This design comes from an exercise in tuning for small area on the open sky130 flow, not from production work.
RTL that was checked went through simulation tests only; none was proved equivalent to the original.
Power figures rest on the tool's default switching activity, not on a simulated workload.

==> 08-07: inputs <==
Design pid_controller_param, start of the top module:
module pid_controller_param #(
  parameter int DW   = pid_pkg::DEF_DW,
  parameter int FRAC = pid_pkg::DEF_FRAC,
  parameter int ACCW = 2*DW+4
) (
  input  logic                 clk,
  input  logic                 rst,
  input  logic                 en,
  input  logic                 clear,
  input  logic signed [DW-1:0] setpoint,
  input  logic signed [DW-1:0] feedback,
  input  logic signed [DW-1:0] kp,
  input  logic signed [DW-1:0] ki,
  input  logic signed [DW-1:0] kd,
  input  logic [ACCW-2:0]      int_limit,
  input  logic [15:0]          clk_times,
  output logic signed [DW-1:0] control_signal,
  output logic                 valid,
  output logic                 busy,
  output logic                 overrun
);
  logic [2:0]       st_q;
  logic [15:0]      cnt_q;
  logic [15:0]      e_q;       
  logic [15:0]      pe_q;      
  logic             pe_v;      
  logic [35:0]      acc_q;     
  logic             acc_c;     
  logic             acc_v;     
  logic [32:0]      t_q;       
  logic [15:0]      ctrl_q;
  logic             overrun_q;
  logic s_idle, s_p, s_i, s_d, s_sum, s_post, tick;
  assign s_idle = ~st_q[2] & ~st_q[0];             
  assign s_p    = st_q[1] & st_q[0] & ~st_q[2];
  assign s_i    = st_q[2] & st_q[0];
  assign s_d    = st_q[2] & st_q[1] & ~st_q[0];
  assign s_sum  = st_q[2] & ~st_q[1];
  assign s_post = st_q[1] & ~st_q[2] & ~st_q[0];
  logic [15:0] sub_a, sub_b, sub_sat;
  assign sub_a = s_i ? e_q  : setpoint;
  assign sub_b = s_i ? pe_q : feedback;
  pid_sub u_sub (.a(sub_a), .b(sub_b), .d(sub_sat));
  logic [15:0] cnt_inc;
  pid_inc u_inc (.a(cnt_q), .y(cnt_inc));
  assign tick = en && (cnt_q == clk_times);
  logic [127:0] pp;
  logic [7:0]   ppn, neg;
  pid_booth u_booth (.kp(kp), .ki(ki), .kd(kd), .sel_p(~s_i & ~s_d & ~s_sum), .sel_i(s_i),
                     .sel_d(s_d), .e(e_q), .pp(pp), .ppn(ppn), .neg(neg));
  logic        xen, yen, xc;
  logic [35:0] xa;
  ...
clock: 13.5 ns
lec_check: 0
abc_area: 1
cap_margin: 20
core_margin: 2
core_utilization: 65
cts_buf_list: sky130_fd_sc_hd__clkbuf_8
slew_margin: 20
synth_hierarchical: 1
standard.sh (not shown) runs the stock make flow with config.mk's settings and CLKGATE_MAP_FILE= SYNTH_SCRIPT=/design/flow/synth_recipe.tcl, a recipe that flattens the netlist after the stock synthesis.
==> flow/flow/run.sh <==
#!/bin/bash
# Standard synthesis; then the combinational logic re-mapped for area by ABC
# (registers, full/half adder cells and tie cells kept exactly as synthesized).
# Re-mapping is tried with two ABC scripts and 1 to 3 passes of each; each result gets a quick pre-layout
# timing estimate, and the smallest one whose estimate is within the margin is
# kept (the fastest if none is). Then the standard layout, with the smallest
# buffer on the ports. Each tool logs to a file of its own here.
set -euo pipefail
export BUFFER_PORTS_ARGS="-buffer_cell sky130_fd_sc_hd__buf_1"
export CTS_ARGS="-sink_clustering_enable -repair_clock_nets -buf_list sky130_fd_sc_hd__clkbuf_8 -sink_clustering_buffer sky130_fd_sc_hd__clkbuf_4"
bash standard.sh synth > log_synth.log 2>&1
R=orfs/results/$FLOW_PLATFORM/pid_controller_param/base
P=$FLOW_HOME/platforms/$FLOW_PLATFORM
LIB=$P/lib/sky130_fd_sc_hd__tt_025C_1v80.lib
cp $R/1_2_yosys.v std_netlist.v
KEEP=$(grep -oE "sky130_fd_sc_hd__(df|edf|sdf|dl|fa_|ha_|conb)[a-z0-9_]*" std_netlist.v | sort -u | tr '\n' ' ')
MARGIN=-0.5
: > remap_choice.txt
for v in a b; do
for k in 1 2 3; do
  n=$v$k
  src=flow/remap.abc; [[ $v == b ]] && src=flow/remap_b.abc
  : > remap_$n.abc
  for i in $(seq 1 $k); do cat $src >> remap_$n.abc; done
  sed -e "s|@LIB@|$LIB|g" -e "s|@KEEP@|$KEEP|" -e "s|@TOP@|$FLOW_TOP|g" \
      -e "s|flow/remap.abc|remap_$n.abc|" -e "s|remap_stat.txt|remap_stat_$n.txt|" \
      -e "s|remap_netlist.v|remap_netlist_$n.v|" -e "s|remap_pre.txt|remap_pre_$n.txt|" \
      flow/remap.ys.in > remap_$n.ys
  yosys -l log_remap_$n.log -s remap_$n.ys > /dev/null
  a=$(awk '/Chip area for module/ {print $NF}' remap_stat_$n.txt | tail -1)
  PSTA_TLEF=$P/lef/sky130_fd_sc_hd.tlef PSTA_LEF=$P/lef/sky130_fd_sc_hd_merged.lef PSTA_LIB=$LIB \
  PSTA_NETLIST=remap_netlist_$n.v PSTA_TOP=$FLOW_TOP PSTA_SDC=$FLOW_SDC \
    openroad -no_init -exit flow/psta.tcl > log_psta_$n.log 2>&1 || true
  s=$(awk '/^BENCHPSTA/ {print $2}' log_psta_$n.log | tail -1)
  [[ -n "$s" ]] || s=-1000
  echo "$n $a $s" >> remap_choice.txt
done
done
best=$(awk -v m=$MARGIN '
  { if ($3 >= m && (ba == "" || $2 < ba)) { ba = $2; bn = $1 }
    if (fs == "" || $3 > fs) { fs = $3; fn = $1 } }
  END { print (bn != "" ? bn : fn) }' remap_choice.txt)
echo "chosen $best" >> remap_choice.txt
cp remap_netlist_$best.v $R/1_2_yosys.v
rm -f $R/1_synth.odb $R/1_synth.sdc
bash standard.sh > log_flow.log 2>&1
Other scripts of this flow, unchanged in this note and not shown: flow/flow/psta.tcl, flow/flow/remap.abc, flow/flow/remap.ys.in, flow/flow/remap_b.abc
==> 08-17: changes against 08-07 <==
--- a/flow/flow/run.sh
+++ b/flow/flow/run.sh
@@ -2,5 +2,6 @@
 # Standard synthesis; then the combinational logic re-mapped for area by ABC
 # (registers, full/half adder cells and tie cells kept exactly as synthesized).
-# Re-mapping is tried with two ABC scripts and 1 to 3 passes of each; each result gets a quick pre-layout
+# Re-mapping is tried with two ABC scripts and 1 to 3 passes of each, and
+# with the half adder cells re-mapped too (c); each result gets a quick pre-layout
 # timing estimate, and the smallest one whose estimate is within the margin is
 # kept (the fastest if none is). Then the standard layout, with the smallest
@@ -8,5 +9,4 @@
 set -euo pipefail
 export BUFFER_PORTS_ARGS="-buffer_cell sky130_fd_sc_hd__buf_1"
-export CTS_ARGS="-sink_clustering_enable -repair_clock_nets -buf_list sky130_fd_sc_hd__clkbuf_8 -sink_clustering_buffer sky130_fd_sc_hd__clkbuf_4"
 bash standard.sh synth > log_synth.log 2>&1
 R=orfs/results/$FLOW_PLATFORM/pid_controller_param/base
@@ -15,13 +15,15 @@
 cp $R/1_2_yosys.v std_netlist.v
 KEEP=$(grep -oE "sky130_fd_sc_hd__(df|edf|sdf|dl|fa_|ha_|conb)[a-z0-9_]*" std_netlist.v | sort -u | tr '\n' ' ')
+KEEPC=$(grep -oE "sky130_fd_sc_hd__(df|edf|sdf|dl|fa_|conb)[a-z0-9_]*" std_netlist.v | sort -u | tr '\n' ' ')
 MARGIN=-0.5
 : > remap_choice.txt
-for v in a b; do
+for v in a b c; do
 for k in 1 2 3; do
   n=$v$k
   src=flow/remap.abc; [[ $v == b ]] && src=flow/remap_b.abc
+  keep=$KEEP; [[ $v == c ]] && keep=$KEEPC
   : > remap_$n.abc
   for i in $(seq 1 $k); do cat $src >> remap_$n.abc; done
-  sed -e "s|@LIB@|$LIB|g" -e "s|@KEEP@|$KEEP|" -e "s|@TOP@|$FLOW_TOP|g" \
+  sed -e "s|@LIB@|$LIB|g" -e "s|@KEEP@|$keep|" -e "s|@TOP@|$FLOW_TOP|g" \
       -e "s|flow/remap.abc|remap_$n.abc|" -e "s|remap_stat.txt|remap_stat_$n.txt|" \
       -e "s|remap_netlist.v|remap_netlist_$n.v|" -e "s|remap_pre.txt|remap_pre_$n.txt|" \
==> 09-13: changes against 08-07 <==
--- a/flow/flow/run.sh
+++ b/flow/flow/run.sh
@@ -8,5 +8,4 @@
 set -euo pipefail
 export BUFFER_PORTS_ARGS="-buffer_cell sky130_fd_sc_hd__buf_1"
-export CTS_ARGS="-sink_clustering_enable -repair_clock_nets -buf_list sky130_fd_sc_hd__clkbuf_8 -sink_clustering_buffer sky130_fd_sc_hd__clkbuf_4"
 bash standard.sh synth > log_synth.log 2>&1
 R=orfs/results/$FLOW_PLATFORM/pid_controller_param/base
--- a/flow/config.mk
+++ b/flow/config.mk
@@ -7,8 +7,8 @@
 export LEC_CHECK = 0
 export ABC_AREA = 1
-export CAP_MARGIN = 20
+export CAP_MARGIN = 0
 export CORE_MARGIN = 2
 export CORE_UTILIZATION = 65
 export CTS_BUF_LIST = sky130_fd_sc_hd__clkbuf_8
-export SLEW_MARGIN = 20
+export SLEW_MARGIN = 0
 export SYNTH_HIERARCHICAL = 1
==> reports/metrics.yaml <==
final_common_cell: "nor2_1"
worst-endpoint-arrival_ns: 12.19
globalRouteMet2Util: 0.627
status: "timing/DRC/antenna clean"
dr_wl_met3_um: 2870
antenna_found_initial: 2
power.share.switching: 0.447
route.vias.total: 11900
wl_per_cell_um: 20.2
post-route-util: 0.745
fin_total_pwr_mw: 1.93
r2r_slack_ns: 1.58
p_comb_frac: 0.539
seq-cell-share: 0.256
setup_slack_ns: 1.50
layout_common_cells: "170 x nor2_1, 169 x fa_1, 166 x xor2_1"
(the above is from 08-17)
==> reports/metrics.yaml <==
p_comb_frac: 0.544
layout_common_cells: "169 x fa_1, 153 x buf_1, 133 x nor2_1"
r2r_slack_ns: 1.07
status: "timing/DRC/antenna clean"
final_common_cell: "fa_1"
post-route-util: 0.744
fin_total_pwr_mw: 1.96
antenna_found_initial: 0
power.share.switching: 0.448
nClkBuffers: 17
globalRouteMet2Util: 0.563
dr_wl_met3_um: 3360
worst-endpoint-arrival_ns: 13.03
wl_per_cell_um: 21.0
(the above is from 09-13)
==> reports/metrics.yaml <==
layout_common_cells: "169 x fa_1, 153 x buf_1, 133 x nor2_1"
r2r_slack_ns: 1.07
final_common_cell: "fa_1"
power.share.switching: 0.448
worst-endpoint-arrival_ns: 13.03
route.vias.total: 11300
p_comb_frac: 0.544
dr_wl_met3_um: 3360
status: "timing/DRC/antenna clean"
fin_total_pwr_mw: 1.96
post-route-util: 0.744
setup_slack_ns: 0.695
seq-cell-share: 0.255
(the above is from 08-07)

==> v24: inputs <==
pid_controller_param, a different RTL version from the one above (not shown whole).
Settings: LEC_CHECK=0, ABC_AREA=1, CAP_MARGIN=20, CORE_MARGIN=2, CORE_UTILIZATION=40, CTS_BUF_LIST=sky130_fd_sc_hd__clkbuf_8, SLEW_MARGIN=20, SYNTH_HIERARCHICAL=1; clock period 13.5 ns.
==> flow/flow/run.sh <==
#!/bin/bash
# Standard synthesis, then the combinational logic re-mapped for area (registers,
# adder cells and tie cells untouched), then the standard layout with the
# smallest buffer on the ports. Each tool writes its log to a file here.
set -euo pipefail
export BUFFER_PORTS_ARGS="-buffer_cell sky130_fd_sc_hd__buf_1"
bash standard.sh synth > log_synth.log 2>&1
R=orfs/results/$FLOW_PLATFORM/pid_controller_param/base
LIB=$FLOW_HOME/platforms/$FLOW_PLATFORM/lib/sky130_fd_sc_hd__tt_025C_1v80.lib
cp $R/1_2_yosys.v std_netlist.v
KEEP=$(grep -oE "sky130_fd_sc_hd__(df|edf|sdf|dl|fa_|ha_|conb)[a-z0-9_]*" std_netlist.v | sort -u | tr '\n' ' ')
sed -e "s|@LIB@|$LIB|g" -e "s|@KEEP@|$KEEP|" -e "s|@TOP@|$FLOW_TOP|g" flow/remap.ys.in > remap.ys
yosys -l log_remap.log -s remap.ys > /dev/null
cp remap_netlist.v $R/1_2_yosys.v
rm -f $R/1_synth.odb $R/1_synth.sdc
bash standard.sh > log_flow.log 2>&1
==> flow/flow/remap.abc <==
&get -n
&st
&dch
&nf -R 1000
&put
==> flow/flow/remap.ys.in <==
# Re-map the combinational logic of the standard synthesis netlist for area.
# Registers, full/half adders and tie cells are kept as blackboxes, untouched.
read_liberty -ignore_miss_func -ignore_miss_dir @LIB@
read_verilog std_netlist.v
hierarchy -top @TOP@
blackbox @KEEP@
flatten
hierarchy -top @TOP@
opt_clean -purge
tee -o remap_pre.txt stat
abc -liberty @LIB@ -script flow/remap.abc -dont_use sky130_fd_sc_hd__lpflow_bleeder_1 -dont_use sky130_fd_sc_hd__lpflow_clkbufkapwr_1 -dont_use sky130_fd_sc_hd__lpflow_clkbufkapwr_16 -dont_use sky130_fd_sc_hd__lpflow_clkbufkapwr_2 -dont_use sky130_fd_sc_hd__lpflow_clkbufkapwr_4 -dont_use sky130_fd_sc_hd__lpflow_clkbufkapwr_8 -dont_use sky130_fd_sc_hd__lpflow_clkinvkapwr_1 -dont_use sky130_fd_sc_hd__lpflow_clkinvkapwr_16 -dont_use sky130_fd_sc_hd__lpflow_clkinvkapwr_2 -dont_use sky130_fd_sc_hd__lpflow_clkinvkapwr_4 -dont_use sky130_fd_sc_hd__lpflow_clkinvkapwr_8 -dont_use sky130_fd_sc_hd__lpflow_decapkapwr_12 -dont_use sky130_fd_sc_hd__lpflow_decapkapwr_3 -dont_use sky130_fd_sc_hd__lpflow_decapkapwr_4 -dont_use sky130_fd_sc_hd__lpflow_decapkapwr_6 -dont_use sky130_fd_sc_hd__lpflow_decapkapwr_8 -dont_use sky130_fd_sc_hd__lpflow_inputiso0n_1 -dont_use sky130_fd_sc_hd__lpflow_inputiso0p_1 -dont_use sky130_fd_sc_hd__lpflow_inputiso1n_1 -dont_use sky130_fd_sc_hd__lpflow_inputiso1p_1 -dont_use sky130_fd_sc_hd__lpflow_inputisolatch_1 -dont_use sky130_fd_sc_hd__lpflow_isobufsrc_1 -dont_use sky130_fd_sc_hd__lpflow_isobufsrc_16 -dont_use sky130_fd_sc_hd__lpflow_isobufsrc_2 -dont_use sky130_fd_sc_hd__lpflow_isobufsrc_4 -dont_use sky130_fd_sc_hd__lpflow_isobufsrc_8 -dont_use sky130_fd_sc_hd__lpflow_isobufsrckapwr_16 -dont_use sky130_fd_sc_hd__lpflow_lsbuf_lh_hl_isowell_tap_1 -dont_use sky130_fd_sc_hd__lpflow_lsbuf_lh_hl_isowell_tap_2 -dont_use sky130_fd_sc_hd__lpflow_lsbuf_lh_hl_isowell_tap_4 -dont_use sky130_fd_sc_hd__lpflow_lsbuf_lh_isowell_4 -dont_use sky130_fd_sc_hd__lpflow_lsbuf_lh_isowell_tap_1 -dont_use sky130_fd_sc_hd__lpflow_lsbuf_lh_isowell_tap_2 -dont_use sky130_fd_sc_hd__lpflow_lsbuf_lh_isowell_tap_4 -dont_use sky130_fd_sc_hd__probe_p_8 -dont_use sky130_fd_sc_hd__probec_p_8 
opt_clean -purge
hilomap -singleton -hicell sky130_fd_sc_hd__conb_1 HI -locell sky130_fd_sc_hd__conb_1 LO
rename -hide w:*.*
opt_clean -purge
tee -o remap_stat.txt stat -liberty @LIB@
write_verilog -noattr -nohex -nodec remap_netlist.v
==> inputs of v39, as changes to v24 <==
--- a/flow/design.v
+++ b/flow/design.v
@@ -80,27 +80,26 @@
   output logic                 busy,
   output logic                 overrun
 );
   logic [2:0]       st_q;
   logic [15:0]      cnt_q;
   logic [15:0]      e_q;       
   logic [15:0]      pe_q;      
-  logic             pe_v;      
   logic [ACCW-1:0]  acc_q;     
   logic             acc_c;     
-  logic             acc_v;     
   logic [31:0]      t_q;       
   logic [15:0]      ctrl_q;
   logic             valid_q, overrun_q;
   logic s_idle, s_p, s_i, s_d, s_sum, tick;
   assign s_idle = ~st_q[2] & ~st_q[0];
   assign s_p    = st_q[1] & ~st_q[2];
   assign s_i    = st_q[2] & st_q[0];
   assign s_d    = st_q[1] & ~st_q[0];
   assign s_sum  = st_q[2] & ~st_q[1];
+  assign tick = en && (cnt_q == clk_times);
   logic [16:0] err_raw, de_raw;
   logic [15:0] err_sat, de_sat;
   logic [16:0] err_c, de_c;
   assign err_raw[0] = setpoint[0] ^ feedback[0];
   assign err_c[1]   = setpoint[0] | ~feedback[0];
   assign de_raw[0]  = e_q[0] ^ pe_q[0];
   assign de_c[1]    = e_q[0] | ~pe_q[0];
@@ -161,15 +160,15 @@
   endgenerate
   assign pp0 = pp[0]; assign pp1 = pp[1]; assign pp2 = pp[2]; assign pp3 = pp[3];
   assign pp4 = pp[4]; assign pp5 = pp[5]; assign pp6 = pp[6]; assign pp7 = pp[7];
   assign {ppn7, ppn6, ppn5, ppn4, ppn3, ppn2, ppn1, ppn0} = ppn;
   logic xen, xc, xan, ytn;
   logic [ACCW-1:0] xa;
   logic [31:0] yt;
-  assign xen = (s_i | s_d) & ~clear & acc_v;
+  assign xen = (s_i | s_d) & ~clear;
   assign xa  = acc_q & {ACCW{xen}};
   assign xc  = acc_c & xen;
   assign xan = ~xa[ACCW-1];
   assign yt  = t_q & {32{s_d}};
   assign ytn = ~yt[31];
   logic [36:0] ra, rb, sum;
   logic [35:0] cm;
@@ -892,48 +891,52 @@
   assign clamp = kg553;
   logic [15:0] out_sat;
   pid_sat #(.IN_W(28), .OUT_W(16)) u_sat_out (.din(sum[35:8]), .dout(out_sat));
   always_ff @(posedge clk or posedge rst) begin
     if (rst) begin
       st_q      <= 3'b000;
       cnt_q     <= '0;
-      pe_v      <= 1'b0;
-      acc_v     <= 1'b0;
+      pe_q      <= '0;
+      acc_q     <= '0;
+      acc_c     <= 1'b0;
       ctrl_q    <= '0;
       valid_q   <= 1'b0;
       overrun_q <= 1'b0;
     end else begin
       cnt_q     <= (!en || tick) ? 16'd0 : cnt_inc;
       valid_q   <= s_sum;
       overrun_q <= tick && !s_idle;
       if (s_idle) begin
         if (tick) st_q <= 3'b001;
       end else begin
         st_q <= {st_q[1:0], ~st_q[2]};
       end
-      if (s_i) pe_v <= 1'b1;
-      else if (clear) pe_v <= 1'b0;
-      if (clear) acc_v <= 1'b0;
-      else if (s_i) acc_v <= 1'b1;
+      if (s_i) begin
+        pe_q <= e_q;
+      end else if (clear) begin
+        pe_q <= '0;
+      end
+      if (clear) begin
+        acc_q <= '0;
+        acc_c <= 1'b0;
+      end else if (s_i) begin
+        if (clamp) begin
+          acc_q <= {csgn, int_limit ^ {35{csgn}}};
+          acc_c <= csgn;
+        end else begin
+          acc_q <= sum[ACCW-1:0];
+          acc_c <= 1'b0;
+        end
+      end
       if (s_sum) ctrl_q <= t_q[15:0];
     end
   end
   always_ff @(posedge clk) begin
     if (s_idle && tick) e_q <= err_sat;
-    else if (s_i && !clear && pe_v) e_q <= de_sat;
-    if (s_i) pe_q <= e_q;
-    if (s_i) begin
-      if (clamp) begin
-        acc_q <= {csgn, int_limit ^ {35{csgn}}};
-        acc_c <= csgn;
-      end else begin
-        acc_q <= sum[ACCW-1:0];
-        acc_c <= 1'b0;
-      end
-    end
+    else if (s_i && !clear) e_q <= de_sat;
     if (s_p) t_q <= sum[31:0];
     else if (s_d) t_q[15:0] <= out_sat;
   end
   assign control_signal = ctrl_q;
   assign valid          = valid_q;
   assign busy           = ~s_idle;
   assign overrun        = overrun_q;
==> flow/run.sh (new file) <==
#!/bin/bash
# synth_recipe.tcl (not shown) runs the flow's synth.tcl, then flattens the netlist and writes it again
# the make line also repeats each setting of config.mk as NAME=value (left out here)
make -C /OpenROAD-flow-scripts/flow DESIGN_CONFIG=/design/flow/config.mk WORK_HOME=/design/flow/orfs CLKGATE_MAP_FILE= SYNTH_SCRIPT=/design/flow/synth_recipe.tcl finish
CTS_BUF_LIST = default   (was sky130_fd_sc_hd__clkbuf_8)
removed: flow/flow/run.sh
removed: flow/flow/remap.abc
removed: flow/flow/remap.ys.in
removed: flow/standard.sh
==> results.txt <==
|  | v39 | v24 |
|---|---|---|
| Status | timing/DRC/antenna clean | timing/DRC/antenna clean |
| Final clock skew | 10.36 ps | 23.25 ps |
| Sequential cell count | 138 | 140 |
| R2r startpoint | e_q[0] | st_q[0] |
| Post-route standard cell area excluding fillers | 0.01945 sq mm | 0.01693 sq mm |
| Routed vias/inst | 5.319 | 5.523 |
| Destination of the critical timing path | e_q[1] | acc_q[13] |
| Combinational power | 1.43 mW | 1.18 mW |
| Fillers | 4092 | 3458 |
| Signal buffers | 191 | 197 |
| Power density of the placed cells | 123.3 mW/mm^2 | 124.6 mW/mm^2 |
| Met2 demand-to-capacity share in global routing | 0.3756 | 0.3387 |
| Pin count of the biggest net entering global routing | 74 | 72 |
| Non-CTS inverters | 234 | 70 |
| # Taps | 539 | 468 |
| Area growth, synth to finish | 15.43% | 13.29% |
| Cell with the largest stage delay on the worst path | fa_1 | o21ai_4 |
| Height of the die | 209.3 um | 197.3 um |
| Post-Place Cells | 2702 | 2069 |
| Mapped Nets | 2495 | 1819 |
| Metal1 wirelength | 23680 um | 18680 um |
| Flip-flop and latch area | 0.003694 sq mm | 0.004009 sq mm |
| GR Util All Layers | 0.2403 | 0.2221 |
For v39, only the layout was checked, not whether the RTL still works.

## static timing again, ports no longer ideal
Ports are ideal in the flow. The routed layouts listed here were re-timed in OpenROAD.
Step 1: set_driving_cell puts a clkbuf_16 on clk and a buf_2 on each other input, an assumption about the parent block.
Step 2 adds t to the input delays and takes it off the output delays; t is the mean of the earliest and latest rising clock arrival at the registers after step 1. Input paths then give back, and output paths get back, about the clock's delay inside the block.
Slacks: ideal / step 1 / step 2; pairs: ideal / step 1.
run	shift t [ns]	setup WS [ns]	hold WS [ns]	worst setup path after step 2	latest minus earliest clock arrival (ns)
08-07	0.519	0.695 / 0.712 / 0.193	0.498 / 0.498 / 0.498	input to register	0.020 / 0.020
08-17	0.504	1.495 / 1.522 / 1.019	0.498 / 0.498 / 0.498	input to register	0.027 / 0.027
09-13	0.519	0.695 / 0.712 / 0.193	0.498 / 0.498 / 0.498	input to register	0.020 / 0.020
v24	0.532	2.295 / 2.317 / 1.784	0.481 / 0.481 / 0.481	input to register	0.025 / 0.025
v39	0.496	2.243 / 2.269 / 1.773	0.434 / 0.434 / 0.434	input to register	0.012 / 0.012
After both steps every run listed still meets setup and hold. For v24, which loses most, drivers alone change the setup slack by +0.022 ns; drivers and shift together by -0.511 ns.
